Background: an optimization exercise with open tools, aiming at small area. Do not read the settings as production practice.
Only simulation tests tie the RTL to the original design; equivalence was not proved.

==> flow/design.v (outline; a module is shown in full before it is edited, if it fits) <==
// module fixed_point_alu: 470 lines
// module fixed_point_alu_srt_sel: 11 lines
// module fixed_point_alu_srt_step: 43 lines
// module fixed_point_alu_mul: 1003 lines
// module fixed_point_alu_add64: 436 lines
// module fixed_point_alu_add33: 219 lines
// module fixed_point_alu_add34: 226 lines
module fixed_point_alu (
   input  logic        clock,
   input  logic        reset,
   input  logic        req_tvalid,
   output logic        req_tready,
   input  logic [71:0] req_tdata,
   output logic        rsp_tvalid,
   input  logic        rsp_tready,
   output logic [39:0] rsp_tdata
);
  // ...
==> flow/run.sh <==
#!/bin/bash
# synth_recipe.tcl (not shown) runs the flow's synth.tcl, then flattens the netlist and writes it again
# the make line also repeats each setting of config.mk as NAME=value (left out here)
make -C /OpenROAD-flow-scripts/flow DESIGN_CONFIG=/design/flow/config.mk WORK_HOME=/design/flow/orfs CLKGATE_MAP_FILE= SYNTH_SCRIPT=/design/flow/synth_recipe.tcl finish
==> flow/config.mk <==
export PLATFORM = sky130hd
export DESIGN_NAME = fixed_point_alu
export DESIGN_NICKNAME = fixed_point_alu
export VERILOG_FILES = /design/flow/design.v
export SDC_FILE = /design/flow/constraint.sdc
export NUM_CORES = 4
export LEC_CHECK = 0
export CAP_MARGIN = 20
export CORE_MARGIN = 2
export CORE_UTILIZATION = 40
export PLACE_DENSITY = 0.6
export SLEW_MARGIN = 20
==> flow/constraint.sdc <==
create_clock -name core_clock -period 12.0 [get_ports {clock}]
set_input_delay 2.4000 -clock core_clock [delete_from_list [all_inputs] [get_ports {clock}]]
set_output_delay 2.4000 -clock core_clock [all_outputs]
set_load 0.01 [all_outputs]
==> flow_summary.toml, run 1 <==
[setup_path]
cp_slowest_cell = "fa_2"
r2r_end = "fl1"
arrival_ns = 9.20
start_kind = "flop"
cp_max_fo = 6
critPathBufInv = 9
r2r_slack_ns = 0.70
slowest_delay_ns = 0.57

[layout]
n_antenna_cell = 4
dominant-cell-class = "multi-input combinational cells"
final_common_cell = "fa_1"
multi_input_area_share_pct = 63.26
seq_area_mm2 = 0.02843
layout_common_cells = "fa_1 (1610), inv_1 (1259), edfxtp_1 (942), nor2_1 (807), nand2_1 (751)"

[outcome]
status = "complete, no violations"

[detailed_routing]
route.met3.wl_um = 21130

[cts]
cts_buffer_depth = 4
root_buffer = "clkbuf_16"
ctsResizeCount = 52
post-cts-setup-buffers = 7

[synth]
synth-simple-area-share_pct = 7.968
synth.most_common_cell = "fa_1"
synth_fa_ha_area_share_pct = 34.45
synth_compound_area_share_pct = 13.05
yosys_register_bits = 949

[global_route]
overflow = 0
antenna_found_initial = 4

[hold_path]
hp-start = "qp3[4]"

[job]
cap_violations = 0

[timing]
skew_ns = 0.1050

[floorplan]
dieArea_mm2 = 0.2908

[placement]
port-buffer-count = 108
==> inputs of run 2 (changes only) <==
--- a/flow/design.v
+++ b/flow/design.v
@@ -43,21 +43,22 @@
    logic        msg;
    logic [63:0] prod;
    logic        mul_ovf;
    assign msg = a0[31] ^ b0[31];
    fixed_point_alu_mul u_mul (.a(a0), .b(b0), .p(prod));
    assign mul_ovf = ~(&prod[63:39] | ~|prod[63:39]);
    logic [31:0] ma, mb, bn;
    logic [62:0] as_;
-   logic        ovf32;
+   logic        ovfa, exact;
    always_comb begin
       ma    = a0[31] ? -a0 : a0;
       mb    = b0[31] ? -b0 : b0;
-      ovf32 = (mb[31:8] == 24'd0) && (ma[31:24] >= mb[7:0]);
+      ovfa  = (mb[31:9] == 23'd0) && (ma[31:23] >= mb[8:0]);
+      exact = (mb[31:9] == 23'd0) && (ma[31:23] == mb[8:0]) && (ma[22:0] == 23'd0);
       bn    = mb;
       as_   = {31'd0, ma};
       if (bn[31:16] == 16'd0) begin bn = bn << 16; as_ = as_ << 16; end
       if (bn[31:24] == 8'd0)  begin bn = bn << 8;  as_ = as_ << 8;  end
       if (bn[31:28] == 4'd0)  begin bn = bn << 4;  as_ = as_ << 4;  end
       if (bn[31:30] == 2'd0)  begin bn = bn << 2;  as_ = as_ << 2;  end
       if (bn[31] == 1'b0)     begin bn = bn << 1;  as_ = as_ << 1;  end
    end
@@ -80,16 +81,22 @@
             st1  = {1'b0, mul_ovf};
             res1 = prod[39:8];
             sgn1 = prod[63];
          end
          4'd3: begin
             if (b0 == 32'd0) begin
                st1  = 2'd2;
                res1 = (a0 == 32'd0) ? 32'd0 : (a0[31] ? 32'h80000000 : 32'h7fffffff);
+            end else if (exact) begin
+               st1  = {1'b0, ~msg};
+               res1 = 32'h80000000;
+            end else if (ovfa) begin
+               st1  = 2'd1;
+               sgn1 = msg;
             end else begin
                isdiv1 = 1'b1;
             end
          end
          4'd4:  cmp1 = ~lt & ~eq;
          4'd5:  cmp1 = lt;
          4'd6:  cmp1 = ~lt;
          4'd7:  cmp1 = lt | eq;
@@ -101,431 +108,420 @@
             st1  = {1'b0, ~(&a0[31:23] | ~|a0[31:23])};
             res1 = {a0[23:0], 8'd0};
             sgn1 = a0[31];
          end
          default: res1 = {{8{a0[31]}}, a0[31:8]};
       endcase
       if (isdiv1) begin
          f1  = msg;
-         st1 = {1'b0, ovf32};
+         st1 = 2'd0;
       end else if (st1 == 2'd1) begin
          f1  = sgn1;
       end else begin
          f1  = cmp1;
       end
    end
-   logic [69:0] w1_r [2];
-   logic [1:0] qp_1, qn_1;
-   logic [1:0] qq1 [3];
-   fixed_point_alu_srt_sel u_sel1 (.s(as_[57:24]), .c(34'd0), .qp(qq1[0][1]), .qn(qq1[0][0]));
-   fixed_point_alu_srt_step u_row1_0 (.s(as_[57:24]), .c(34'd0), .x(as_[23]), .d(bn),
-      .qp(qq1[0][1]), .qn(qq1[0][0]), .so(w1_r[0][67:34]), .co(w1_r[0][33:0]),
-      .qpn(qq1[1][1]), .qnn(qq1[1][0]));
-   assign qp_1[1] = qq1[0][1];
-   assign qn_1[1] = qq1[0][0];
-   fixed_point_alu_srt_step u_row1_1 (.s(w1_r[0][67:34]), .c(w1_r[0][33:0]), .x(as_[22]), .d(bn),
-      .qp(qq1[1][1]), .qn(qq1[1][0]), .so(w1_r[1][67:34]), .co(w1_r[1][33:0]),
-      .qpn(qq1[2][1]), .qnn(qq1[2][0]));
-   assign qp_1[0] = qq1[1][1];
-   assign qn_1[0] = qq1[1][0];
+   logic [32:0] s0w, c0w;
+   assign s0w = as_[56:24];
+   assign c0w = 33'd0;
+   logic signed [6:0] m2_1, m1_1, m0_1, mm_1;
+   fixed_point_alu_srt_th u_th1 (.d(bn[30:28]), .m2(m2_1), .m1(m1_1), .m0(m0_1), .mm(mm_1));
+   logic dsg0, don0, dtw0;
+   fixed_point_alu_srt4_sel u_sel0 (.s(s0w[32:26]), .c(c0w[32:26]), .m2(m2_1), .m1(m1_1), .m0(m0_1), .mm(mm_1),
+      .sg(dsg0), .on(don0), .tw(dtw0));
+   logic [32:0] ss0, cc0;
+   fixed_point_alu_srt4_fa u_fa0 (.s(s0w), .c(c0w), .x({as_[23], as_[22]}), .d(bn),
+      .sg(dsg0), .on(don0), .tw(dtw0), .so(ss0), .co(cc0));
    logic        v1, dv1, fl1;
    logic [1:0]  sr1;
    logic [31:0] d1;
-   logic [33:0] s1, c1;
-   logic [1:0]  qx1;
+   logic [32:0] s1, c1;
    logic [21:0] t1;
-   logic [1:0] qp1, qn1;
+   logic [0:0] sg1, on1, tw1;
    always_ff @(posedge clock) begin
       if (reset)    v1 <= 1'b0;
       else if (adv) v1 <= v0;
       if (adv) begin
          dv1 <= isdiv1;
          fl1 <= f1;
          sr1 <= st1;
          d1  <= isdiv1 ? bn : res1;
-         qp1 <= qp_1;
-         qn1 <= qn_1;
-         qx1 <= qq1[2];
-         s1  <= w1_r[1][67:34];
-         c1  <= w1_r[1][33:0];
+         sg1 <= {dsg0};
+         on1 <= {don0};
+         tw1 <= {dtw0};
+         s1  <= ss0;
+         c1  <= cc0;
          t1  <= as_[21:0];
       end
    end
-   logic [69:0] w2_r [6];
-   logic [5:0] qp_2, qn_2;
-   logic [1:0] qq2 [7];
-   assign qq2[0] = qx1;
-   fixed_point_alu_srt_step u_row2_0 (.s(s1), .c(c1), .x(t1[21]), .d(d1),
-      .qp(qq2[0][1]), .qn(qq2[0][0]), .so(w2_r[0][67:34]), .co(w2_r[0][33:0]),
-      .qpn(qq2[1][1]), .qnn(qq2[1][0]));
-   assign qp_2[5] = qq2[0][1];
-   assign qn_2[5] = qq2[0][0];
-   fixed_point_alu_srt_step u_row2_1 (.s(w2_r[0][67:34]), .c(w2_r[0][33:0]), .x(t1[20]), .d(d1),
-      .qp(qq2[1][1]), .qn(qq2[1][0]), .so(w2_r[1][67:34]), .co(w2_r[1][33:0]),
-      .qpn(qq2[2][1]), .qnn(qq2[2][0]));
-   assign qp_2[4] = qq2[1][1];
-   assign qn_2[4] = qq2[1][0];
-   fixed_point_alu_srt_step u_row2_2 (.s(w2_r[1][67:34]), .c(w2_r[1][33:0]), .x(t1[19]), .d(d1),
-      .qp(qq2[2][1]), .qn(qq2[2][0]), .so(w2_r[2][67:34]), .co(w2_r[2][33:0]),
-      .qpn(qq2[3][1]), .qnn(qq2[3][0]));
-   assign qp_2[3] = qq2[2][1];
-   assign qn_2[3] = qq2[2][0];
-   fixed_point_alu_srt_step u_row2_3 (.s(w2_r[2][67:34]), .c(w2_r[2][33:0]), .x(t1[18]), .d(d1),
-      .qp(qq2[3][1]), .qn(qq2[3][0]), .so(w2_r[3][67:34]), .co(w2_r[3][33:0]),
-      .qpn(qq2[4][1]), .qnn(qq2[4][0]));
-   assign qp_2[2] = qq2[3][1];
-   assign qn_2[2] = qq2[3][0];
-   fixed_point_alu_srt_step u_row2_4 (.s(w2_r[3][67:34]), .c(w2_r[3][33:0]), .x(t1[17]), .d(d1),
-      .qp(qq2[4][1]), .qn(qq2[4][0]), .so(w2_r[4][67:34]), .co(w2_r[4][33:0]),
-      .qpn(qq2[5][1]), .qnn(qq2[5][0]));
-   assign qp_2[1] = qq2[4][1];
-   assign qn_2[1] = qq2[4][0];
-   fixed_point_alu_srt_step u_row2_5 (.s(w2_r[4][67:34]), .c(w2_r[4][33:0]), .x(t1[16]), .d(d1),
-      .qp(qq2[5][1]), .qn(qq2[5][0]), .so(w2_r[5][67:34]), .co(w2_r[5][33:0]),
-      .qpn(qq2[6][1]), .qnn(qq2[6][0]));
-   assign qp_2[0] = qq2[5][1];
-   assign qn_2[0] = qq2[5][0];
+   logic signed [6:0] m2_2, m1_2, m0_2, mm_2;
+   fixed_point_alu_srt_th u_th2 (.d(d1[30:28]), .m2(m2_2), .m1(m1_2), .m0(m0_2), .mm(mm_2));
+   logic dsg1, don1, dtw1;
+   fixed_point_alu_srt4_sel u_sel1 (.s(s1[32:26]), .c(c1[32:26]), .m2(m2_2), .m1(m1_2), .m0(m0_2), .mm(mm_2),
+      .sg(dsg1), .on(don1), .tw(dtw1));
+   logic [32:0] ss1, cc1;
+   fixed_point_alu_srt4_fa u_fa1 (.s(s1), .c(c1), .x({t1[21], t1[20]}), .d(d1),
+      .sg(dsg1), .on(don1), .tw(dtw1), .so(ss1), .co(cc1));
+   logic dsg2, don2, dtw2;
+   fixed_point_alu_srt4_sel u_sel2 (.s(ss1[32:26]), .c(cc1[32:26]), .m2(m2_2), .m1(m1_2), .m0(m0_2), .mm(mm_2),
+      .sg(dsg2), .on(don2), .tw(dtw2));
+   logic [32:0] ss2, cc2;
+   fixed_point_alu_srt4_fa u_fa2 (.s(ss1), .c(cc1), .x({t1[19], t1[18]}), .d(d1),
+      .sg(dsg2), .on(don2), .tw(dtw2), .so(ss2), .co(cc2));
+   logic dsg3, don3, dtw3;
+   fixed_point_alu_srt4_sel u_sel3 (.s(ss2[32:26]), .c(cc2[32:26]), .m2(m2_2), .m1(m1_2), .m0(m0_2), .mm(mm_2),
+      .sg(dsg3), .on(don3), .tw(dtw3));
    logic        v2, dv2, fl2;
    logic [1:0]  sr2;
    logic [31:0] d2;
-   logic [33:0] s2, c2;
-   logic [1:0]  qx2;
-   logic [15:0] t2;
-   logic [7:0] qp2, qn2;
+   logic [32:0] s2, c2;
+   logic [17:0] t2;
+   logic [3:0] sg2, on2, tw2;
    always_ff @(posedge clock) begin
       if (reset)    v2 <= 1'b0;
       else if (adv) v2 <= v1;
       if (adv) begin
          dv2 <= dv1;
          fl2 <= fl1;
          sr2 <= sr1;
          d2  <= d1;
-         qp2 <= {qp1, qp_2};
-         qn2 <= {qn1, qn_2};
-         qx2 <= qq2[6];
-         s2  <= w2_r[5][67:34];
-         c2  <= w2_r[5][33:0];
-         t2  <= t1[15:0];
+         sg2 <= {sg1, dsg1, dsg2, dsg3};
+         on2 <= {on1, don1, don2, don3};
+         tw2 <= {tw1, dtw1, dtw2, dtw3};
+         s2  <= ss2;
+         c2  <= cc2;
+         t2  <= t1[17:0];
       end
    end
-   logic [69:0] w3_r [6];
-   logic [5:0] qp_3, qn_3;
-   logic [1:0] qq3 [7];
-   assign qq3[0] = qx2;
-   fixed_point_alu_srt_step u_row3_0 (.s(s2), .c(c2), .x(t2[15]), .d(d2),
-      .qp(qq3[0][1]), .qn(qq3[0][0]), .so(w3_r[0][67:34]), .co(w3_r[0][33:0]),
-      .qpn(qq3[1][1]), .qnn(qq3[1][0]));
-   assign qp_3[5] = qq3[0][1];
-   assign qn_3[5] = qq3[0][0];
-   fixed_point_alu_srt_step u_row3_1 (.s(w3_r[0][67:34]), .c(w3_r[0][33:0]), .x(t2[14]), .d(d2),
-      .qp(qq3[1][1]), .qn(qq3[1][0]), .so(w3_r[1][67:34]), .co(w3_r[1][33:0]),
-      .qpn(qq3[2][1]), .qnn(qq3[2][0]));
-   assign qp_3[4] = qq3[1][1];
-   assign qn_3[4] = qq3[1][0];
-   fixed_point_alu_srt_step u_row3_2 (.s(w3_r[1][67:34]), .c(w3_r[1][33:0]), .x(t2[13]), .d(d2),
-      .qp(qq3[2][1]), .qn(qq3[2][0]), .so(w3_r[2][67:34]), .co(w3_r[2][33:0]),
-      .qpn(qq3[3][1]), .qnn(qq3[3][0]));
-   assign qp_3[3] = qq3[2][1];
-   assign qn_3[3] = qq3[2][0];
-   fixed_point_alu_srt_step u_row3_3 (.s(w3_r[2][67:34]), .c(w3_r[2][33:0]), .x(t2[12]), .d(d2),
-      .qp(qq3[3][1]), .qn(qq3[3][0]), .so(w3_r[3][67:34]), .co(w3_r[3][33:0]),
-      .qpn(qq3[4][1]), .qnn(qq3[4][0]));
-   assign qp_3[2] = qq3[3][1];
-   assign qn_3[2] = qq3[3][0];
-   fixed_point_alu_srt_step u_row3_4 (.s(w3_r[3][67:34]), .c(w3_r[3][33:0]), .x(t2[11]), .d(d2),
-      .qp(qq3[4][1]), .qn(qq3[4][0]), .so(w3_r[4][67:34]), .co(w3_r[4][33:0]),
-      .qpn(qq3[5][1]), .qnn(qq3[5][0]));
-   assign qp_3[1] = qq3[4][1];
-   assign qn_3[1] = qq3[4][0];
-   fixed_point_alu_srt_step u_row3_5 (.s(w3_r[4][67:34]), .c(w3_r[4][33:0]), .x(t2[10]), .d(d2),
-      .qp(qq3[5][1]), .qn(qq3[5][0]), .so(w3_r[5][67:34]), .co(w3_r[5][33:0]),
-      .qpn(qq3[6][1]), .qnn(qq3[6][0]));
-   assign qp_3[0] = qq3[5][1];
-   assign qn_3[0] = qq3[5][0];
+   logic signed [6:0] m2_3, m1_3, m0_3, mm_3;
+   fixed_point_alu_srt_th u_th3 (.d(d2[30:28]), .m2(m2_3), .m1(m1_3), .m0(m0_3), .mm(mm_3));
+   logic [32:0] ss3, cc3;
+   fixed_point_alu_srt4_fa u_fa3 (.s(s2), .c(c2), .x({t2[17], t2[16]}), .d(d2),
+      .sg(sg2[0]), .on(on2[0]), .tw(tw2[0]), .so(ss3), .co(cc3));
+   logic dsg4, don4, dtw4;
+   fixed_point_alu_srt4_sel u_sel4 (.s(ss3[32:26]), .c(cc3[32:26]), .m2(m2_3), .m1(m1_3), .m0(m0_3), .mm(mm_3),
+      .sg(dsg4), .on(don4), .tw(dtw4));
+   logic [32:0] ss4, cc4;
+   fixed_point_alu_srt4_fa u_fa4 (.s(ss3), .c(cc3), .x({t2[15], t2[14]}), .d(d2),
+      .sg(dsg4), .on(don4), .tw(dtw4), .so(ss4), .co(cc4));
+   logic dsg5, don5, dtw5;
+   fixed_point_alu_srt4_sel u_sel5 (.s(ss4[32:26]), .c(cc4[32:26]), .m2(m2_3), .m1(m1_3), .m0(m0_3), .mm(mm_3),
+      .sg(dsg5), .on(don5), .tw(dtw5));
+   logic [32:0] ss5, cc5;
+   fixed_point_alu_srt4_fa u_fa5 (.s(ss4), .c(cc4), .x({t2[13], t2[12]}), .d(d2),
+      .sg(dsg5), .on(don5), .tw(dtw5), .so(ss5), .co(cc5));
    logic        v3, dv3, fl3;
    logic [1:0]  sr3;
    logic [31:0] d3;
-   logic [33:0] s3, c3;
-   logic [1:0]  qx3;
-   logic [9:0] t3;
-   logic [13:0] qp3, qn3;
+   logic [32:0] s3, c3;
+   logic [11:0] t3;
+   logic [5:0] sg3, on3, tw3;
    always_ff @(posedge clock) begin
       if (reset)    v3 <= 1'b0;
       else if (adv) v3 <= v2;
       if (adv) begin
          dv3 <= dv2;
          fl3 <= fl2;
          sr3 <= sr2;
          d3  <= d2;
-         qp3 <= {qp2, qp_3};
-         qn3 <= {qn2, qn_3};
-         qx3 <= qq3[6];
-         s3  <= w3_r[5][67:34];
-         c3  <= w3_r[5][33:0];
-         t3  <= t2[9:0];
+         sg3 <= {sg2, dsg4, dsg5};
+         on3 <= {on2, don4, don5};
+         tw3 <= {tw2, dtw4, dtw5};
+         s3  <= ss5;
+         c3  <= cc5;
+         t3  <= t2[11:0];
       end
    end
-   logic [69:0] w4_r [6];
-   logic [5:0] qp_4, qn_4;
-   logic [1:0] qq4 [7];
-   assign qq4[0] = qx3;
-   fixed_point_alu_srt_step u_row4_0 (.s(s3), .c(c3), .x(t3[9]), .d(d3),
-      .qp(qq4[0][1]), .qn(qq4[0][0]), .so(w4_r[0][67:34]), .co(w4_r[0][33:0]),
-      .qpn(qq4[1][1]), .qnn(qq4[1][0]));
-   assign qp_4[5] = qq4[0][1];
-   assign qn_4[5] = qq4[0][0];
-   fixed_point_alu_srt_step u_row4_1 (.s(w4_r[0][67:34]), .c(w4_r[0][33:0]), .x(t3[8]), .d(d3),
-      .qp(qq4[1][1]), .qn(qq4[1][0]), .so(w4_r[1][67:34]), .co(w4_r[1][33:0]),
-      .qpn(qq4[2][1]), .qnn(qq4[2][0]));
-   assign qp_4[4] = qq4[1][1];
-   assign qn_4[4] = qq4[1][0];
-   fixed_point_alu_srt_step u_row4_2 (.s(w4_r[1][67:34]), .c(w4_r[1][33:0]), .x(t3[7]), .d(d3),
-      .qp(qq4[2][1]), .qn(qq4[2][0]), .so(w4_r[2][67:34]), .co(w4_r[2][33:0]),
-      .qpn(qq4[3][1]), .qnn(qq4[3][0]));
-   assign qp_4[3] = qq4[2][1];
-   assign qn_4[3] = qq4[2][0];
-   fixed_point_alu_srt_step u_row4_3 (.s(w4_r[2][67:34]), .c(w4_r[2][33:0]), .x(t3[6]), .d(d3),
-      .qp(qq4[3][1]), .qn(qq4[3][0]), .so(w4_r[3][67:34]), .co(w4_r[3][33:0]),
-      .qpn(qq4[4][1]), .qnn(qq4[4][0]));
-   assign qp_4[2] = qq4[3][1];
-   assign qn_4[2] = qq4[3][0];
-   fixed_point_alu_srt_step u_row4_4 (.s(w4_r[3][67:34]), .c(w4_r[3][33:0]), .x(t3[5]), .d(d3),
-      .qp(qq4[4][1]), .qn(qq4[4][0]), .so(w4_r[4][67:34]), .co(w4_r[4][33:0]),
-      .qpn(qq4[5][1]), .qnn(qq4[5][0]));
-   assign qp_4[1] = qq4[4][1];
-   assign qn_4[1] = qq4[4][0];
-   fixed_point_alu_srt_step u_row4_5 (.s(w4_r[4][67:34]), .c(w4_r[4][33:0]), .x(t3[4]), .d(d3),
-      .qp(qq4[5][1]), .qn(qq4[5][0]), .so(w4_r[5][67:34]), .co(w4_r[5][33:0]),
-      .qpn(qq4[6][1]), .qnn(qq4[6][0]));
-   assign qp_4[0] = qq4[5][1];
-   assign qn_4[0] = qq4[5][0];
+   logic signed [6:0] m2_4, m1_4, m0_4, mm_4;
+   fixed_point_alu_srt_th u_th4 (.d(d3[30:28]), .m2(m2_4), .m1(m1_4), .m0(m0_4), .mm(mm_4));
+   logic dsg6, don6, dtw6;
+   fixed_point_alu_srt4_sel u_sel6 (.s(s3[32:26]), .c(c3[32:26]), .m2(m2_4), .m1(m1_4), .m0(m0_4), .mm(mm_4),
+      .sg(dsg6), .on(don6), .tw(dtw6));
+   logic [32:0] ss6, cc6;
+   fixed_point_alu_srt4_fa u_fa6 (.s(s3), .c(c3), .x({t3[11], t3[10]}), .d(d3),
+      .sg(dsg6), .on(don6), .tw(dtw6), .so(ss6), .co(cc6));
+   logic dsg7, don7, dtw7;
+   fixed_point_alu_srt4_sel u_sel7 (.s(ss6[32:26]), .c(cc6[32:26]), .m2(m2_4), .m1(m1_4), .m0(m0_4), .mm(mm_4),
+      .sg(dsg7), .on(don7), .tw(dtw7));
+   logic [32:0] ss7, cc7;
+   fixed_point_alu_srt4_fa u_fa7 (.s(ss6), .c(cc6), .x({t3[9], t3[8]}), .d(d3),
+      .sg(dsg7), .on(don7), .tw(dtw7), .so(ss7), .co(cc7));
+   logic dsg8, don8, dtw8;
+   fixed_point_alu_srt4_sel u_sel8 (.s(ss7[32:26]), .c(cc7[32:26]), .m2(m2_4), .m1(m1_4), .m0(m0_4), .mm(mm_4),
+      .sg(dsg8), .on(don8), .tw(dtw8));
    logic        v4, dv4, fl4;
    logic [1:0]  sr4;
    logic [31:0] d4;
-   logic [33:0] s4, c4;
-   logic [1:0]  qx4;
-   logic [3:0] t4;
-   logic [19:0] qp4, qn4;
+   logic [32:0] s4, c4;
+   logic [7:0] t4;
+   logic [8:0] sg4, on4, tw4;
    always_ff @(posedge clock) begin
       if (reset)    v4 <= 1'b0;
       else if (adv) v4 <= v3;
       if (adv) begin
          dv4 <= dv3;
          fl4 <= fl3;
          sr4 <= sr3;
          d4  <= d3;
-         qp4 <= {qp3, qp_4};
-         qn4 <= {qn3, qn_4};
-         qx4 <= qq4[6];
-         s4  <= w4_r[5][67:34];
-         c4  <= w4_r[5][33:0];
-         t4  <= t3[3:0];
+         sg4 <= {sg3, dsg6, dsg7, dsg8};
+         on4 <= {on3, don6, don7, don8};
+         tw4 <= {tw3, dtw6, dtw7, dtw8};
+         s4  <= ss7;
+         c4  <= cc7;
+         t4  <= t3[7:0];
       end
    end
-   logic [69:0] w5_r [6];
-   logic [5:0] qp_5, qn_5;
-   logic [1:0] qq5 [7];
-   assign qq5[0] = qx4;
-   fixed_point_alu_srt_step u_row5_0 (.s(s4), .c(c4), .x(t4[3]), .d(d4),
-      .qp(qq5[0][1]), .qn(qq5[0][0]), .so(w5_r[0][67:34]), .co(w5_r[0][33:0]),
-      .qpn(qq5[1][1]), .qnn(qq5[1][0]));
-   assign qp_5[5] = qq5[0][1];
-   assign qn_5[5] = qq5[0][0];
-   fixed_point_alu_srt_step u_row5_1 (.s(w5_r[0][67:34]), .c(w5_r[0][33:0]), .x(t4[2]), .d(d4),
-      .qp(qq5[1][1]), .qn(qq5[1][0]), .so(w5_r[1][67:34]), .co(w5_r[1][33:0]),
-      .qpn(qq5[2][1]), .qnn(qq5[2][0]));
-   assign qp_5[4] = qq5[1][1];
-   assign qn_5[4] = qq5[1][0];
-   fixed_point_alu_srt_step u_row5_2 (.s(w5_r[1][67:34]), .c(w5_r[1][33:0]), .x(t4[1]), .d(d4),
-      .qp(qq5[2][1]), .qn(qq5[2][0]), .so(w5_r[2][67:34]), .co(w5_r[2][33:0]),
-      .qpn(qq5[3][1]), .qnn(qq5[3][0]));
-   assign qp_5[3] = qq5[2][1];
-   assign qn_5[3] = qq5[2][0];
-   fixed_point_alu_srt_step u_row5_3 (.s(w5_r[2][67:34]), .c(w5_r[2][33:0]), .x(t4[0]), .d(d4),
-      .qp(qq5[3][1]), .qn(qq5[3][0]), .so(w5_r[3][67:34]), .co(w5_r[3][33:0]),
-      .qpn(qq5[4][1]), .qnn(qq5[4][0]));
-   assign qp_5[2] = qq5[3][1];
-   assign qn_5[2] = qq5[3][0];
-   fixed_point_alu_srt_step u_row5_4 (.s(w5_r[3][67:34]), .c(w5_r[3][33:0]), .x(1'b0), .d(d4),
-      .qp(qq5[4][1]), .qn(qq5[4][0]), .so(w5_r[4][67:34]), .co(w5_r[4][33:0]),
-      .qpn(qq5[5][1]), .qnn(qq5[5][0]));
-   assign qp_5[1] = qq5[4][1];
-   assign qn_5[1] = qq5[4][0];
-   fixed_point_alu_srt_step u_row5_5 (.s(w5_r[4][67:34]), .c(w5_r[4][33:0]), .x(1'b0), .d(d4),
-      .qp(qq5[5][1]), .qn(qq5[5][0]), .so(w5_r[5][67:34]), .co(w5_r[5][33:0]),
-      .qpn(qq5[6][1]), .qnn(qq5[6][0]));
-   assign qp_5[0] = qq5[5][1];
-   assign qn_5[0] = qq5[5][0];
+   logic signed [6:0] m2_5, m1_5, m0_5, mm_5;
+   fixed_point_alu_srt_th u_th5 (.d(d4[30:28]), .m2(m2_5), .m1(m1_5), .m0(m0_5), .mm(mm_5));
+   logic [32:0] ss8, cc8;
+   fixed_point_alu_srt4_fa u_fa8 (.s(s4), .c(c4), .x({t4[7], t4[6]}), .d(d4),
+      .sg(sg4[0]), .on(on4[0]), .tw(tw4[0]), .so(ss8), .co(cc8));
+   logic dsg9, don9, dtw9;
+   fixed_point_alu_srt4_sel u_sel9 (.s(ss8[32:26]), .c(cc8[32:26]), .m2(m2_5), .m1(m1_5), .m0(m0_5), .mm(mm_5),
+      .sg(dsg9), .on(don9), .tw(dtw9));
+   logic [32:0] ss9, cc9;
+   fixed_point_alu_srt4_fa u_fa9 (.s(ss8), .c(cc8), .x({t4[5], t4[4]}), .d(d4),
+      .sg(dsg9), .on(don9), .tw(dtw9), .so(ss9), .co(cc9));
+   logic dsg10, don10, dtw10;
+   fixed_point_alu_srt4_sel u_sel10 (.s(ss9[32:26]), .c(cc9[32:26]), .m2(m2_5), .m1(m1_5), .m0(m0_5), .mm(mm_5),
+      .sg(dsg10), .on(don10), .tw(dtw10));
+   logic [32:0] ss10, cc10;
+   fixed_point_alu_srt4_fa u_fa10 (.s(ss9), .c(cc9), .x({t4[3], t4[2]}), .d(d4),
+      .sg(dsg10), .on(don10), .tw(dtw10), .so(ss10), .co(cc10));
    logic        v5, dv5, fl5;
    logic [1:0]  sr5;
    logic [31:0] d5;
-   logic [33:0] s5, c5;
-   logic [1:0]  qx5;
-   logic [25:0] qp5, qn5;
+   logic [32:0] s5, c5;
+   logic [1:0] t5;
+   logic [10:0] sg5, on5, tw5;
    always_ff @(posedge clock) begin
       if (reset)    v5 <= 1'b0;
       else if (adv) v5 <= v4;
       if (adv) begin
          dv5 <= dv4;
          fl5 <= fl4;
          sr5 <= sr4;
          d5  <= d4;
-         qp5 <= {qp4, qp_5};
-         qn5 <= {qn4, qn_5};
-         qx5 <= qq5[6];
-         s5  <= w5_r[5][67:34];
-         c5  <= w5_r[5][33:0];
+         sg5 <= {sg4, dsg9, dsg10};
+         on5 <= {on4, don9, don10};
+         tw5 <= {tw4, dtw9, dtw10};
+         s5  <= ss10;
+         c5  <= cc10;
+         t5  <= t4[1:0];
       end
    end
-   logic [69:0] w6_r [7];
-   logic [6:0] qp_6, qn_6;
-   logic [1:0] qq6 [8];
-   assign qq6[0] = qx5;
-   fixed_point_alu_srt_step u_row6_0 (.s(s5), .c(c5), .x(1'b0), .d(d5),
-      .qp(qq6[0][1]), .qn(qq6[0][0]), .so(w6_r[0][67:34]), .co(w6_r[0][33:0]),
-      .qpn(qq6[1][1]), .qnn(qq6[1][0]));
-   assign qp_6[6] = qq6[0][1];
-   assign qn_6[6] = qq6[0][0];
-   fixed_point_alu_srt_step u_row6_1 (.s(w6_r[0][67:34]), .c(w6_r[0][33:0]), .x(1'b0), .d(d5),
-      .qp(qq6[1][1]), .qn(qq6[1][0]), .so(w6_r[1][67:34]), .co(w6_r[1][33:0]),
-      .qpn(qq6[2][1]), .qnn(qq6[2][0]));
-   assign qp_6[5] = qq6[1][1];
-   assign qn_6[5] = qq6[1][0];
-   fixed_point_alu_srt_step u_row6_2 (.s(w6_r[1][67:34]), .c(w6_r[1][33:0]), .x(1'b0), .d(d5),
-      .qp(qq6[2][1]), .qn(qq6[2][0]), .so(w6_r[2][67:34]), .co(w6_r[2][33:0]),
-      .qpn(qq6[3][1]), .qnn(qq6[3][0]));
-   assign qp_6[4] = qq6[2][1];
-   assign qn_6[4] = qq6[2][0];
-   fixed_point_alu_srt_step u_row6_3 (.s(w6_r[2][67:34]), .c(w6_r[2][33:0]), .x(1'b0), .d(d5),
-      .qp(qq6[3][1]), .qn(qq6[3][0]), .so(w6_r[3][67:34]), .co(w6_r[3][33:0]),
-      .qpn(qq6[4][1]), .qnn(qq6[4][0]));
-   assign qp_6[3] = qq6[3][1];
-   assign qn_6[3] = qq6[3][0];
-   fixed_point_alu_srt_step u_row6_4 (.s(w6_r[3][67:34]), .c(w6_r[3][33:0]), .x(1'b0), .d(d5),
-      .qp(qq6[4][1]), .qn(qq6[4][0]), .so(w6_r[4][67:34]), .co(w6_r[4][33:0]),
-      .qpn(qq6[5][1]), .qnn(qq6[5][0]));
-   assign qp_6[2] = qq6[4][1];
-   assign qn_6[2] = qq6[4][0];
-   fixed_point_alu_srt_step u_row6_5 (.s(w6_r[4][67:34]), .c(w6_r[4][33:0]), .x(1'b0), .d(d5),
-      .qp(qq6[5][1]), .qn(qq6[5][0]), .so(w6_r[5][67:34]), .co(w6_r[5][33:0]),
-      .qpn(qq6[6][1]), .qnn(qq6[6][0]));
-   assign qp_6[1] = qq6[5][1];
-   assign qn_6[1] = qq6[5][0];
-   fixed_point_alu_srt_step u_row6_6 (.s(w6_r[5][67:34]), .c(w6_r[5][33:0]), .x(1'b0), .d(d5),
-      .qp(qq6[6][1]), .qn(qq6[6][0]), .so(w6_r[6][67:34]), .co(w6_r[6][33:0]),
-      .qpn(qq6[7][1]), .qnn(qq6[7][0]));
-   assign qp_6[0] = qq6[6][1];
-   assign qn_6[0] = qq6[6][0];
+   logic signed [6:0] m2_6, m1_6, m0_6, mm_6;
+   fixed_point_alu_srt_th u_th6 (.d(d5[30:28]), .m2(m2_6), .m1(m1_6), .m0(m0_6), .mm(mm_6));
+   logic dsg11, don11, dtw11;
+   fixed_point_alu_srt4_sel u_sel11 (.s(s5[32:26]), .c(c5[32:26]), .m2(m2_6), .m1(m1_6), .m0(m0_6), .mm(mm_6),
+      .sg(dsg11), .on(don11), .tw(dtw11));
+   logic [32:0] ss11, cc11;
+   fixed_point_alu_srt4_fa u_fa11 (.s(s5), .c(c5), .x({t5[1], t5[0]}), .d(d5),
+      .sg(dsg11), .on(don11), .tw(dtw11), .so(ss11), .co(cc11));
+   logic dsg12, don12, dtw12;
+   fixed_point_alu_srt4_sel u_sel12 (.s(ss11[32:26]), .c(cc11[32:26]), .m2(m2_6), .m1(m1_6), .m0(m0_6), .mm(mm_6),
+      .sg(dsg12), .on(don12), .tw(dtw12));
+   logic [32:0] ss12, cc12;
+   fixed_point_alu_srt4_fa u_fa12 (.s(ss11), .c(cc11), .x(2'b00), .d(d5),
+      .sg(dsg12), .on(don12), .tw(dtw12), .so(ss12), .co(cc12));
+   logic dsg13, don13, dtw13;
+   fixed_point_alu_srt4_sel u_sel13 (.s(ss12[32:26]), .c(cc12[32:26]), .m2(m2_6), .m1(m1_6), .m0(m0_6), .mm(mm_6),
+      .sg(dsg13), .on(don13), .tw(dtw13));
    logic        v6, dv6, fl6;
    logic [1:0]  sr6;
    logic [31:0] d6;
-   logic [33:0] s6, c6;
-   logic [32:0] qp6, qn6;
+   logic [32:0] s6, c6;
+   logic [13:0] sg6, on6, tw6;
    always_ff @(posedge clock) begin
       if (reset)    v6 <= 1'b0;
       else if (adv) v6 <= v5;
       if (adv) begin
          dv6 <= dv5;
          fl6 <= fl5;
          sr6 <= sr5;
          d6  <= d5;
-         qp6 <= {qp5, qp_6};
-         qn6 <= {qn5, qn_6};
-         s6  <= w6_r[6][67:34];
-         c6  <= w6_r[6][33:0];
+         sg6 <= {sg5, dsg11, dsg12, dsg13};
+         on6 <= {on5, don11, don12, don13};
+         tw6 <= {tw5, dtw11, dtw12, dtw13};
+         s6  <= ss12;
+         c6  <= cc12;
       end
    end
-   logic [32:0] dx, dy;
+   logic signed [6:0] m2_7, m1_7, m0_7, mm_7;
+   fixed_point_alu_srt_th u_th7 (.d(d6[30:28]), .m2(m2_7), .m1(m1_7), .m0(m0_7), .mm(mm_7));
+   logic [32:0] ss13, cc13;
+   fixed_point_alu_srt4_fa u_fa13 (.s(s6), .c(c6), .x(2'b00), .d(d6),
+      .sg(sg6[0]), .on(on6[0]), .tw(tw6[0]), .so(ss13), .co(cc13));
+   logic dsg14, don14, dtw14;
+   fixed_point_alu_srt4_sel u_sel14 (.s(ss13[32:26]), .c(cc13[32:26]), .m2(m2_7), .m1(m1_7), .m0(m0_7), .mm(mm_7),
+      .sg(dsg14), .on(don14), .tw(dtw14));
+   logic [32:0] ss14, cc14;
+   fixed_point_alu_srt4_fa u_fa14 (.s(ss13), .c(cc13), .x(2'b00), .d(d6),
+      .sg(dsg14), .on(don14), .tw(dtw14), .so(ss14), .co(cc14));
+   logic dsg15, don15, dtw15;
+   fixed_point_alu_srt4_sel u_sel15 (.s(ss14[32:26]), .c(cc14[32:26]), .m2(m2_7), .m1(m1_7), .m0(m0_7), .mm(mm_7),
+      .sg(dsg15), .on(don15), .tw(dtw15));
+   logic [32:0] ss15, cc15;
+   fixed_point_alu_srt4_fa u_fa15 (.s(ss14), .c(cc14), .x(2'b00), .d(d6),
+      .sg(dsg15), .on(don15), .tw(dtw15), .so(ss15), .co(cc15));
+   logic        v7, dv7, fl7;
+   logic [1:0]  sr7;
+   logic [31:0] d7;
+   logic [32:0] s7, c7;
+   logic [15:0] sg7, on7, tw7;
+   always_ff @(posedge clock) begin
+      if (reset)    v7 <= 1'b0;
+      else if (adv) v7 <= v6;
+      if (adv) begin
+         dv7 <= dv6;
+         fl7 <= fl6;
+         sr7 <= sr6;
+         d7  <= d6;
+         sg7 <= {sg6, dsg14, dsg15};
+         on7 <= {on6, don14, don15};
+         tw7 <= {tw6, dtw14, dtw15};
+         s7  <= ss15;
+         c7  <= cc15;
+      end
+   end
+   logic signed [6:0] m2_8, m1_8, m0_8, mm_8;
+   fixed_point_alu_srt_th u_th8 (.d(d7[30:28]), .m2(m2_8), .m1(m1_8), .m0(m0_8), .mm(mm_8));
+   logic dsg16, don16, dtw16;
+   fixed_point_alu_srt4_sel u_sel16 (.s(s7[32:26]), .c(c7[32:26]), .m2(m2_8), .m1(m1_8), .m0(m0_8), .mm(mm_8),
+      .sg(dsg16), .on(don16), .tw(dtw16));
+   logic [32:0] ss16, cc16;
+   fixed_point_alu_srt4_fa u_fa16 (.s(s7), .c(c7), .x(2'b00), .d(d7),
+      .sg(dsg16), .on(don16), .tw(dtw16), .so(ss16), .co(cc16));
+   logic        v8, dv8, fl8;
+   logic [1:0]  sr8;
+   logic [31:0] d8;
+   logic [32:0] s8, c8;
+   logic [16:0] sg8, on8, tw8;
+   always_ff @(posedge clock) begin
+      if (reset)    v8 <= 1'b0;
+      else if (adv) v8 <= v7;
+      if (adv) begin
+         dv8 <= dv7;
+         fl8 <= fl7;
+         sr8 <= sr7;
+         d8  <= d7;
+         sg8 <= {sg7, dsg16};
+         on8 <= {on7, don16};
+         tw8 <= {tw7, dtw16};
+         s8  <= ss16;
+         c8  <= cc16;
+      end
+   end
+   logic [33:0] qpv, qnv, dx, dy;
    logic [1:0]  dk;
-   logic [34:0] dsum;
-   logic [33:0] dr;
+   logic [36:0] dsum;
+   logic [34:0] dr;
    logic        dovf;
    logic [31:0] res_o;
    logic [1:0]  st_o;
    logic        cmp_o;
-   logic [33:0] pfin;
-   logic        ng6;
-   fixed_point_alu_add34 u_pfin (.a(s6), .b(c6), .ci(1'b0), .s(pfin));
-   assign ng6 = pfin[33];
+   logic [32:0] pfin;
+   logic        ng8;
+   fixed_point_alu_add33 u_pfin (.a(s8), .b(c8), .ci(1'b0), .s(pfin));
+   assign ng8 = pfin[32];
+   genvar gi;
+   generate
+      for (gi = 0; gi < 17; gi = gi + 1) begin : g_q
+         assign qpv[2*gi+1:2*gi] = sg8[gi] ? {tw8[gi], on8[gi]} : 2'b00;
+         assign qnv[2*gi+1:2*gi] = sg8[gi] ? 2'b00 : {tw8[gi], on8[gi]};
+      end
+   endgenerate
    always_comb begin
-      dx    = fl6 ? qn6 : qp6;
-      dy    = fl6 ? qp6 : qn6;
-      dk    = {~(ng6 ^ fl6), ng6 ^ fl6};
-      dsum  = {2'b00, dx} + ~{2'b00, dy} + {33'd0, dk};
-      dr    = dsum[34:1];
-      if (fl6) dovf = ~((dr[33:31] == 3'b111) | (dr[33:31] == 3'b000));
-      else       dovf = dr[33:31] != 3'b000;
-      dovf  = dovf | sr6[0];
-      if (dv6) begin
+      dx    = fl8 ? qnv : qpv;
+      dy    = fl8 ? qpv : qnv;
+      dk    = {1'b1, ~(ng8 ^ fl8)};
+      dsum  = {3'b000, dx} + ~{3'b000, dy} + {35'd0, dk};
+      dr    = dsum[36:2];
+      if (fl8) dovf = ~((dr[34:31] == 4'b1111) | (dr[34:31] == 4'b0000));
+      else       dovf = dr[34:31] != 4'b0000;
+      dovf  = dovf | sr8[0];
+      if (dv8) begin
          cmp_o = 1'b0;
          st_o  = {1'b0, dovf};
-         res_o = dovf ? (fl6 ? 32'h80000000 : 32'h7fffffff) : dr[31:0];
+         res_o = dovf ? (fl8 ? 32'h80000000 : 32'h7fffffff) : dr[31:0];
       end else begin
-         cmp_o = fl6 & (sr6 != 2'd1);
-         st_o  = sr6;
-         res_o = (sr6 == 2'd1) ? {fl6, {31{~fl6}}} : d6;
+         cmp_o = fl8 & (sr8 != 2'd1);
+         st_o  = sr8;
+         res_o = (sr8 == 2'd1) ? {fl8, {31{~fl8}}} : d8;
       end
    end
-   assign rsp_valid = v6;
+   assign rsp_valid = v8;
    assign rsp_tdata = {5'd0, st_o, cmp_o, res_o};
 endmodule
-module fixed_point_alu_srt_sel (
-   input  logic [33:0] s,
-   input  logic [33:0] c,
-   output logic        qp,
-   output logic        qn
+module fixed_point_alu_srt_th (
+   input  logic [2:0]        d,
+   output logic signed [6:0] m2,
+   output logic signed [6:0] m1,
+   output logic signed [6:0] m0,
+   output logic signed [6:0] mm
+);
+   always_comb begin
+      case (d)
+         3'd0: begin m2 = 7'sd12; m1 = 7'sd4; m0 = -7'sd4; mm = -7'sd13; end
+         3'd1: begin m2 = 7'sd14; m1 = 7'sd5; m0 = -7'sd5; mm = -7'sd15; end
+         3'd2: begin m2 = 7'sd15; m1 = 7'sd5; m0 = -7'sd5; mm = -7'sd16; end
+         3'd3: begin m2 = 7'sd17; m1 = 7'sd6; m0 = -7'sd5; mm = -7'sd17; end
+         3'd4: begin m2 = 7'sd19; m1 = 7'sd7; m0 = -7'sd6; mm = -7'sd19; end
+         3'd5: begin m2 = 7'sd20; m1 = 7'sd7; m0 = -7'sd6; mm = -7'sd20; end
+         3'd6: begin m2 = 7'sd22; m1 = 7'sd8; m0 = -7'sd6; mm = -7'sd21; end
+         default: begin m2 = 7'sd24; m1 = 7'sd9; m0 = -7'sd7; mm = -7'sd23; end
+      endcase
+   end
+endmodule
+module fixed_point_alu_srt4_sel (
+   input  logic [6:0]         s,
+   input  logic [6:0]         c,
+   input  logic signed [6:0]  m2,
+   input  logic signed [6:0]  m1,
+   input  logic signed [6:0]  m0,
+   input  logic signed [6:0]  mm,
+   output logic               sg,
+   output logic               on,
+   output logic               tw
 );
-   logic [3:0] est;
-   assign est = s[33:30] + c[33:30];
-   assign qp  = ~est[3];
-   assign qn  = est[3] & ~(&est[2:0]);
+   logic signed [6:0] v;
+   logic ge2, ge1, ge0, gem;
+   assign v   = s + c;
+   assign ge2 = v >= m2;
+   assign ge1 = v >= m1;
+   assign ge0 = v >= m0;
+   assign gem = v >= mm;
+   assign sg  = ge1;
+   assign tw  = ge2 | ~gem;
+   assign on  = (ge1 & ~ge2) | (gem & ~ge0);
 endmodule
-module fixed_point_alu_srt_step (
-   input  logic [33:0] s,
-   input  logic [33:0] c,
-   input  logic        x,
-   input  logic [31:0] d,
-   input  logic        qp,
-   input  logic        qn,
-   output logic [33:0] so,
-   output logic [33:0] co,
-   output logic        qpn,
-   output logic        qnn
+module fixed_point_alu_srt4_fa (
+   input  logic [32:0]        s,
+   input  logic [32:0]        c,
+   input  logic [1:0]         x,
+   input  logic [31:0]        d,
+   input  logic               sg,
+   input  logic               on,
+   input  logic               tw,
+   output logic [32:0]        so,
+   output logic [32:0]        co
 );
    logic [34:0] ys, yc, xd, sm, mj;
-   assign ys  = {s, x};
-   assign yc  = {c, 1'b0};
-   assign xd  = ({35{qp}} & ~{3'b000, d}) | ({35{qn}} & {3'b000, d});
+   assign ys  = {{s, x}};
+   assign yc  = {{c, 2'b00}};
+   assign xd  = (({{35{{on}}}} & {{3'b000, d}}) | ({{35{{tw}}}} & {{2'b00, d, 1'b0}})) ^ {{35{{sg}}}};
    genvar i;
    generate
       for (i = 0; i < 35; i = i + 1) begin : g_fa
-         assign {mj[i], sm[i]} = {1'b0, ys[i]} + {1'b0, yc[i]} + {1'b0, xd[i]};
+         assign {{mj[i], sm[i]}} = {{1'b0, ys[i]}} + {{1'b0, yc[i]}} + {{1'b0, xd[i]}};
       end
    endgenerate
-   assign so = sm[33:0];
-   assign co = {mj[32:0], qp};
-   logic [3:0] base, ep, e0, en;
-   logic       pp_, pn_, p0_, n0_, np_, nn_;
-   assign base = {1'b0, s[31:29]} + {1'b0, c[31:29]};
-   assign ep = base + {1'b0, 1'b1, ~d[31], ~d[30]}
-             + {3'b000, (s[28] & c[28]) | (s[28] & ~d[29]) | (c[28] & ~d[29])}
-             + {~(s[32] ^ c[32]), 3'b000};
-   assign e0 = base + {3'b000, s[28] & c[28]} + {s[32] ^ c[32], 3'b000};
-   assign en = base + {1'b0, 1'b0, d[31], d[30]}
-             + {3'b000, (s[28] & c[28]) | (s[28] & d[29]) | (c[28] & d[29])}
-             + {s[32] ^ c[32], 3'b000};
-   assign pp_ = ~ep[3];
-   assign pn_ = ep[3] & ~(&ep[2:0]);
-   assign p0_ = ~e0[3];
-   assign n0_ = e0[3] & ~(&e0[2:0]);
-   assign np_ = ~en[3];
-   assign nn_ = en[3] & ~(&en[2:0]);
-   assign qpn = qp ? pp_ : (qn ? np_ : p0_);
-   assign qnn = qp ? pn_ : (qn ? nn_ : n0_);
+   assign so = sm[32:0];
+   assign co = {{mj[31:0], sg}};
 endmodule
 module fixed_point_alu_mul (
    input  logic [31:0] a,
    input  logic [31:0] b,
    output logic [63:0] p
 );
    logic [32:0] bx, ax;
    logic        msg;
@@ -2175,234 +2171,8 @@
    assign s[26] = p[26] ^ gg41;
    assign s[27] = p[27] ^ gg55;
    assign s[28] = p[28] ^ gg35;
    assign s[29] = p[29] ^ gg56;
    assign s[30] = p[30] ^ gg42;
    assign s[31] = p[31] ^ gg57;
    assign s[32] = p[32] ^ gg31;
 endmodule
-module fixed_point_alu_add34 (
-   input  logic [33:0] a,
-   input  logic [33:0] b,
-   input  logic        ci,
-   output logic [33:0] s
-);
-   logic [33:0] p, g;
-   assign p = a ^ b;
-   assign g = a & b;
-   logic g0c;
-   assign g0c = g[0] | (p[0] & ci);
-   logic gg1, pp1;
-   assign gg1 = g[1] | (p[1] & g0c);
-   assign pp1 = p[1] & p[0];
-   logic gg2, pp2;
-   assign gg2 = g[3] | (p[3] & g[2]);
-   assign pp2 = p[3] & p[2];
-   logic gg3, pp3;
-   assign gg3 = g[5] | (p[5] & g[4]);
-   assign pp3 = p[5] & p[4];
-   logic gg4, pp4;
-   assign gg4 = g[7] | (p[7] & g[6]);
-   assign pp4 = p[7] & p[6];
-   logic gg5, pp5;
-   assign gg5 = g[9] | (p[9] & g[8]);
-   assign pp5 = p[9] & p[8];
-   logic gg6, pp6;
-   assign gg6 = g[11] | (p[11] & g[10]);
-   assign pp6 = p[11] & p[10];
-   logic gg7, pp7;
-   assign gg7 = g[13] | (p[13] & g[12]);
-   assign pp7 = p[13] & p[12];
-   logic gg8, pp8;
-   assign gg8 = g[15] | (p[15] & g[14]);
-   assign pp8 = p[15] & p[14];
-   logic gg9, pp9;
-   assign gg9 = g[17] | (p[17] & g[16]);
-   assign pp9 = p[17] & p[16];
-   logic gg10, pp10;
-   assign gg10 = g[19] | (p[19] & g[18]);
-   assign pp10 = p[19] & p[18];
-   logic gg11, pp11;
-   assign gg11 = g[21] | (p[21] & g[20]);
-   assign pp11 = p[21] & p[20];
-   logic gg12, pp12;
-   assign gg12 = g[23] | (p[23] & g[22]);
-   assign pp12 = p[23] & p[22];
-   logic gg13, pp13;
-   assign gg13 = g[25] | (p[25] & g[24]);
-   assign pp13 = p[25] & p[24];
-   logic gg14, pp14;
-   assign gg14 = g[27] | (p[27] & g[26]);
-   assign pp14 = p[27] & p[26];
-   logic gg15, pp15;
-   assign gg15 = g[29] | (p[29] & g[28]);
-   assign pp15 = p[29] & p[28];
-   logic gg16, pp16;
-   assign gg16 = g[31] | (p[31] & g[30]);
-   assign pp16 = p[31] & p[30];
-   logic gg17, pp17;
-   assign gg17 = g[33] | (p[33] & g[32]);
-   assign pp17 = p[33] & p[32];
-   logic gg18, pp18;
-   assign gg18 = gg2 | (pp2 & gg1);
-   assign pp18 = pp2 & pp1;
-   logic gg19, pp19;
-   assign gg19 = gg4 | (pp4 & gg3);
-   assign pp19 = pp4 & pp3;
-   logic gg20, pp20;
-   assign gg20 = gg6 | (pp6 & gg5);
-   assign pp20 = pp6 & pp5;
-   logic gg21, pp21;
-   assign gg21 = gg8 | (pp8 & gg7);
-   assign pp21 = pp8 & pp7;
-   logic gg22, pp22;
-   assign gg22 = gg10 | (pp10 & gg9);
-   assign pp22 = pp10 & pp9;
-   logic gg23, pp23;
-   assign gg23 = gg12 | (pp12 & gg11);
-   assign pp23 = pp12 & pp11;
-   logic gg24, pp24;
-   assign gg24 = gg14 | (pp14 & gg13);
-   assign pp24 = pp14 & pp13;
-   logic gg25, pp25;
-   assign gg25 = gg16 | (pp16 & gg15);
-   assign pp25 = pp16 & pp15;
-   logic gg26, pp26;
-   assign gg26 = gg19 | (pp19 & gg18);
-   assign pp26 = pp19 & pp18;
-   logic gg27, pp27;
-   assign gg27 = gg21 | (pp21 & gg20);
-   assign pp27 = pp21 & pp20;
-   logic gg28, pp28;
-   assign gg28 = gg23 | (pp23 & gg22);
-   assign pp28 = pp23 & pp22;
-   logic gg29, pp29;
-   assign gg29 = gg25 | (pp25 & gg24);
-   assign pp29 = pp25 & pp24;
-   logic gg30, pp30;
-   assign gg30 = gg27 | (pp27 & gg26);
-   assign pp30 = pp27 & pp26;
-   logic gg31, pp31;
-   assign gg31 = gg29 | (pp29 & gg28);
-   assign pp31 = pp29 & pp28;
-   logic gg32, pp32;
-   assign gg32 = gg31 | (pp31 & gg30);
-   assign pp32 = pp31 & pp30;
-   logic gg33, pp33;
-   assign gg33 = gg28 | (pp28 & gg30);
-   assign pp33 = pp28 & pp30;
-   logic gg34, pp34;
-   assign gg34 = gg20 | (pp20 & gg26);
-   assign pp34 = pp20 & pp26;
-   logic gg35, pp35;
-   assign gg35 = gg22 | (pp22 & gg30);
-   assign pp35 = pp22 & pp30;
-   logic gg36, pp36;
-   assign gg36 = gg24 | (pp24 & gg33);
-   assign pp36 = pp24 & pp33;
-   logic gg37, pp37;
-   assign gg37 = gg3 | (pp3 & gg18);
-   assign pp37 = pp3 & pp18;
-   logic gg38, pp38;
-   assign gg38 = gg5 | (pp5 & gg26);
-   assign pp38 = pp5 & pp26;
-   logic gg39, pp39;
-   assign gg39 = gg7 | (pp7 & gg34);
-   assign pp39 = pp7 & pp34;
-   logic gg40, pp40;
-   assign gg40 = gg9 | (pp9 & gg30);
-   assign pp40 = pp9 & pp30;
-   logic gg41, pp41;
-   assign gg41 = gg11 | (pp11 & gg35);
-   assign pp41 = pp11 & pp35;
-   logic gg42, pp42;
-   assign gg42 = gg13 | (pp13 & gg33);
-   assign pp42 = pp13 & pp33;
-   logic gg43, pp43;
-   assign gg43 = gg15 | (pp15 & gg36);
-   assign pp43 = pp15 & pp36;
-   logic gg44, pp44;
-   assign gg44 = gg17 | (pp17 & gg32);
-   assign pp44 = pp17 & pp32;
-   logic gg45, pp45;
-   assign gg45 = g[2] | (p[2] & gg1);
-   assign pp45 = p[2] & pp1;
-   logic gg46, pp46;
-   assign gg46 = g[4] | (p[4] & gg18);
-   assign pp46 = p[4] & pp18;
-   logic gg47, pp47;
-   assign gg47 = g[6] | (p[6] & gg37);
-   assign pp47 = p[6] & pp37;
-   logic gg48, pp48;
-   assign gg48 = g[8] | (p[8] & gg26);
-   assign pp48 = p[8] & pp26;
-   logic gg49, pp49;
-   assign gg49 = g[10] | (p[10] & gg38);
-   assign pp49 = p[10] & pp38;
-   logic gg50, pp50;
-   assign gg50 = g[12] | (p[12] & gg34);
-   assign pp50 = p[12] & pp34;
-   logic gg51, pp51;
-   assign gg51 = g[14] | (p[14] & gg39);
-   assign pp51 = p[14] & pp39;
-   logic gg52, pp52;
-   assign gg52 = g[16] | (p[16] & gg30);
-   assign pp52 = p[16] & pp30;
-   logic gg53, pp53;
-   assign gg53 = g[18] | (p[18] & gg40);
-   assign pp53 = p[18] & pp40;
-   logic gg54, pp54;
-   assign gg54 = g[20] | (p[20] & gg35);
-   assign pp54 = p[20] & pp35;
-   logic gg55, pp55;
-   assign gg55 = g[22] | (p[22] & gg41);
-   assign pp55 = p[22] & pp41;
-   logic gg56, pp56;
-   assign gg56 = g[24] | (p[24] & gg33);
-   assign pp56 = p[24] & pp33;
-   logic gg57, pp57;
-   assign gg57 = g[26] | (p[26] & gg42);
-   assign pp57 = p[26] & pp42;
-   logic gg58, pp58;
-   assign gg58 = g[28] | (p[28] & gg36);
-   assign pp58 = p[28] & pp36;
-   logic gg59, pp59;
-   assign gg59 = g[30] | (p[30] & gg43);
-   assign pp59 = p[30] & pp43;
-   logic gg60, pp60;
-   assign gg60 = g[32] | (p[32] & gg32);
-   assign pp60 = p[32] & pp32;
-   assign s[0] = p[0] ^ ci;
-   assign s[1] = p[1] ^ g0c;
-   assign s[2] = p[2] ^ gg1;
-   assign s[3] = p[3] ^ gg45;
-   assign s[4] = p[4] ^ gg18;
-   assign s[5] = p[5] ^ gg46;
-   assign s[6] = p[6] ^ gg37;
-   assign s[7] = p[7] ^ gg47;
-   assign s[8] = p[8] ^ gg26;
-   assign s[9] = p[9] ^ gg48;
-   assign s[10] = p[10] ^ gg38;
-   assign s[11] = p[11] ^ gg49;
-   assign s[12] = p[12] ^ gg34;
-   assign s[13] = p[13] ^ gg50;
-   assign s[14] = p[14] ^ gg39;
-   assign s[15] = p[15] ^ gg51;
-   assign s[16] = p[16] ^ gg30;
-   assign s[17] = p[17] ^ gg52;
-   assign s[18] = p[18] ^ gg40;
-   assign s[19] = p[19] ^ gg53;
-   assign s[20] = p[20] ^ gg35;
-   assign s[21] = p[21] ^ gg54;
-   assign s[22] = p[22] ^ gg41;
-   assign s[23] = p[23] ^ gg55;
-   assign s[24] = p[24] ^ gg33;
-   assign s[25] = p[25] ^ gg56;
-   assign s[26] = p[26] ^ gg42;
-   assign s[27] = p[27] ^ gg57;
-   assign s[28] = p[28] ^ gg36;
-   assign s[29] = p[29] ^ gg58;
-   assign s[30] = p[30] ^ gg43;
-   assign s[31] = p[31] ^ gg59;
-   assign s[32] = p[32] ^ gg32;
-   assign s[33] = p[33] ^ gg60;
-endmodule
==> flow_summary.toml, run 2 <==
[timing]
period_minus_slack_ns = 11.22
skew_ns = 0.09653
slew_violations = 0
fmax_mhz = 89.15
hold_violations = 0
rsz0062_at_grt = "no"
final.period_utilization_pct = 93.47
relSlewSlack_pct = 14.04
fin_setup_tns_ns = 0
setup_viol = 0
worst_slew_pin_slew_ns = 1.289

[cts]
cts.clk_slew.worst_paths_ns = 0.06
cts_buffer_depth = 4
insertion_delay_ns = 0.83
root_buffer = "clkbuf_16"
post-cts-setup-buffers = 0
clkSinkCount = 1163
cts_hold_buf = 0
ctsResizeCount = 0
tritoncts = "built"
htreeDepth = 4
cts_made_buffers = 143

[hold_path]
hold_path_class = "flop to flop"

[layout]
syn_to_final_growth_pct = 9.614
drive_gt1_share_pct = 6.542
nNetsFinal = 11682
layout_common_cells = "inv_1 (1337), edfxtp_1 (1154), a22oi_1 (1006), fa_1 (948), xor2_1 (795)"
final_core_util_pct = 44.17
seq_area_mm2 = 0.03483
fin_cells = 13562
postLayoutCellArea_mm2 = 0.1174
multiInputGateArea_mm2 = 0.06513
fillers = 24726
final_common_cell = "inv_1"

[setup_path]
cp_slowest_cell = "a31oi_1"
start_kind = "flop"
cp_top_family = "compound AO/OA/AOI/OAI gates"
cp_max_fo = 30
critPathBufInv = 1
endpoint_kind = "output pin"
arrival_ns = 8.82
slowest_delay_ns = 0.70
crit_type = "flop to output pin"
critPathMostFrequentCell = "a21o_1"
worstPathRequired_ns = 9.60

[detailed_routing]
routed-via-count = 75740
wl_per_cell_um = 23.19
wirelength_um = 314500
drtIter0Drc = 6201
drtAntennaViolNets = 0
via_per_inst = 5.585
drtPass1Iterations = 5
drc = 0

[synth]
synth_fa_ha_area_share_pct = 26.30
avgSynthCellArea_um2 = 10.69
synth_xor_area_share_pct = 11.92
synth_area_leader_cell = "edfxtp_1"
yosys_most_used_dff = "edfxtp_1"
syn_area_mm2 = 0.1071
synth_edf_count = 1154
synth.top_cells.by_count = "inv_1 (1337), edfxtp_1 (1154), a22oi_1 (1008), fa_1 (948), xor2_1 (796)"
synthArstFlopShare_pct = 0
ys_types = 108
synth_compound_area_share_pct = 14.35
netlist_top_cells_area = "edfxtp_1 (32%), fa_1 (18%), ha_1 (8.5%)"
synth-simple-area-share_pct = 5.971
yosys_warnings = 4
muxShareOfSynthArea_pct = 1.811
synthCells = 10023
synth_top_area_share_pct = 32.35
yosys_register_bits = 1163
synth_top_family_by_area = "adder cells"
synth.most_common_cell = "inv_1"
ys_seq_area_share_pct = 32.52

[global_route]
grt_max_degree = 171
grt_usage_pct = 22.96
first_global_vias = 78903
antenna_found_initial = 7
overflow = 0
grt_pass1_wl_um = 482100

[floorplan]
die_y_um = 521.5
dieArea_mm2 = 0.2719
rows = 189
pin_count = 118
die_x_um = 521.5
core_area_mm2 = 0.2658
initial_core_util_pct = 40.30

[placement]
dpl.cell_count = 13316
port-buffer-count = 108
dp_hpwl_um = 243300
post_dp_cell_area_mm2 = 0.1128
place_congestion = 0.9984

[job]
cap_violations = 0

[outcome]
status = "complete, no violations"
run 2: cell count changes in the layout (fill, tap and decap cells not counted), moves of 88 or more:
cell,previous run,this run
a21oi_1,687,387
buf_4,365,277
o21ai_0,577,191
mux2i_1,259,136
xnor2_1,391,661
nor2_1,807,304
edfxtp_1,942,1154
ha_1,565,725
nand2b_1,36,129
fa_1,1610,948
nand2_1,751,436
a22oi_1,505,1006
mux2_2,210,37
xor2_1,655,795
run 2: stage by stage:
step | setup WS, ns | hold WS [ns]
after floorplan | 1.586 | 0.4003
after global placement | 1.138 | 0.4025
after detailed placement | 1.031 | 0.4045
after CTS | 0.6077 | 0.3825
after global routing | 0.2428 | 0.4046
final | 0.7831 | 0.3825
run 2: layout make-up:
class                   instances  area share (%)
diodes                          1        0.002131
multi-input cells            6875           55.47
clock buffers                 170           3.189
inverters                    1352           4.345
flip-flops and latches       1163           29.67
well taps                    3533           3.765
repair buffers                395           2.871
clock inverters                73          0.6853
run 2: final timing paths:
check | cells past startpoint | start | end | slack, ns
worst max-delay path | 25 | s8[29] | rsp_tdata[22] | 0.78
worst min register to register | 0 | t4[1] | t5[1] | 0.38
worst min-delay path | 0 | t4[1] | t5[1] | 0.38
worst max register to register | 37 | b0[19] | fl1 | 1.03
run 2: routing by layer:
| layer | global-route usage, % | vias to the layer above | routed length, µm |
|---|---|---|---|
| li1 | - | 34291 | - |
| met5 | 0 | - | 33 |
| met1 | 27.77 | 37610 | 122300 |
| met4 | 11.99 | 6 | 18990 |
| met2 | 39.28 | 2933 | 152000 |
| met3 | 3.770 | 900 | 21210 |
run 2: cells by family (layout without fill, tap and decap cells):
| family | Yosys count | count (layout) |
|---|---|---|
| flops | 1163 | 1163 |
| other cells | 1 | 6 |
| simple gates | 1325 | 1325 |
| compound gates | 2216 | 2216 |
| xor+xnor | 1458 | 1458 |
| mux | 187 | 187 |
| fa+ha+maj | 1684 | 1684 |
| buf+inv | 1989 | 1990 |

## what the ideal ports hide
The results above use ideal ports. As a check the final layouts listed here were re-extracted and re-timed, cells and wires unchanged. Step 1 assumes that a clkbuf_16 drives the clock port and a buf_2 every other input. Step 2, shift: input delay + t, output delay - t, t = (earliest + latest rising clock arrival at the registers) / 2. This alone moves slack from input paths to output paths. a / b / c = ideal / step 1 / step 2; a / b = the first two.
run | t (ns) | slack for setup (ns) | clock arrival spread, ns | worst register clock-pin slew, ns | worst data-port slew with drivers (ns)
run 1 | 0.904 | 0.402 / 0.321 / 0.696 | 0.107 / 0.107 | 0.08 / 0.08 | 0.06
run 2 | 0.883 | 0.783 / 0.684 / 1.033 | 0.097 / 0.096 | 0.06 / 0.06 | 0.06
After both steps every run listed still meets setup and hold.
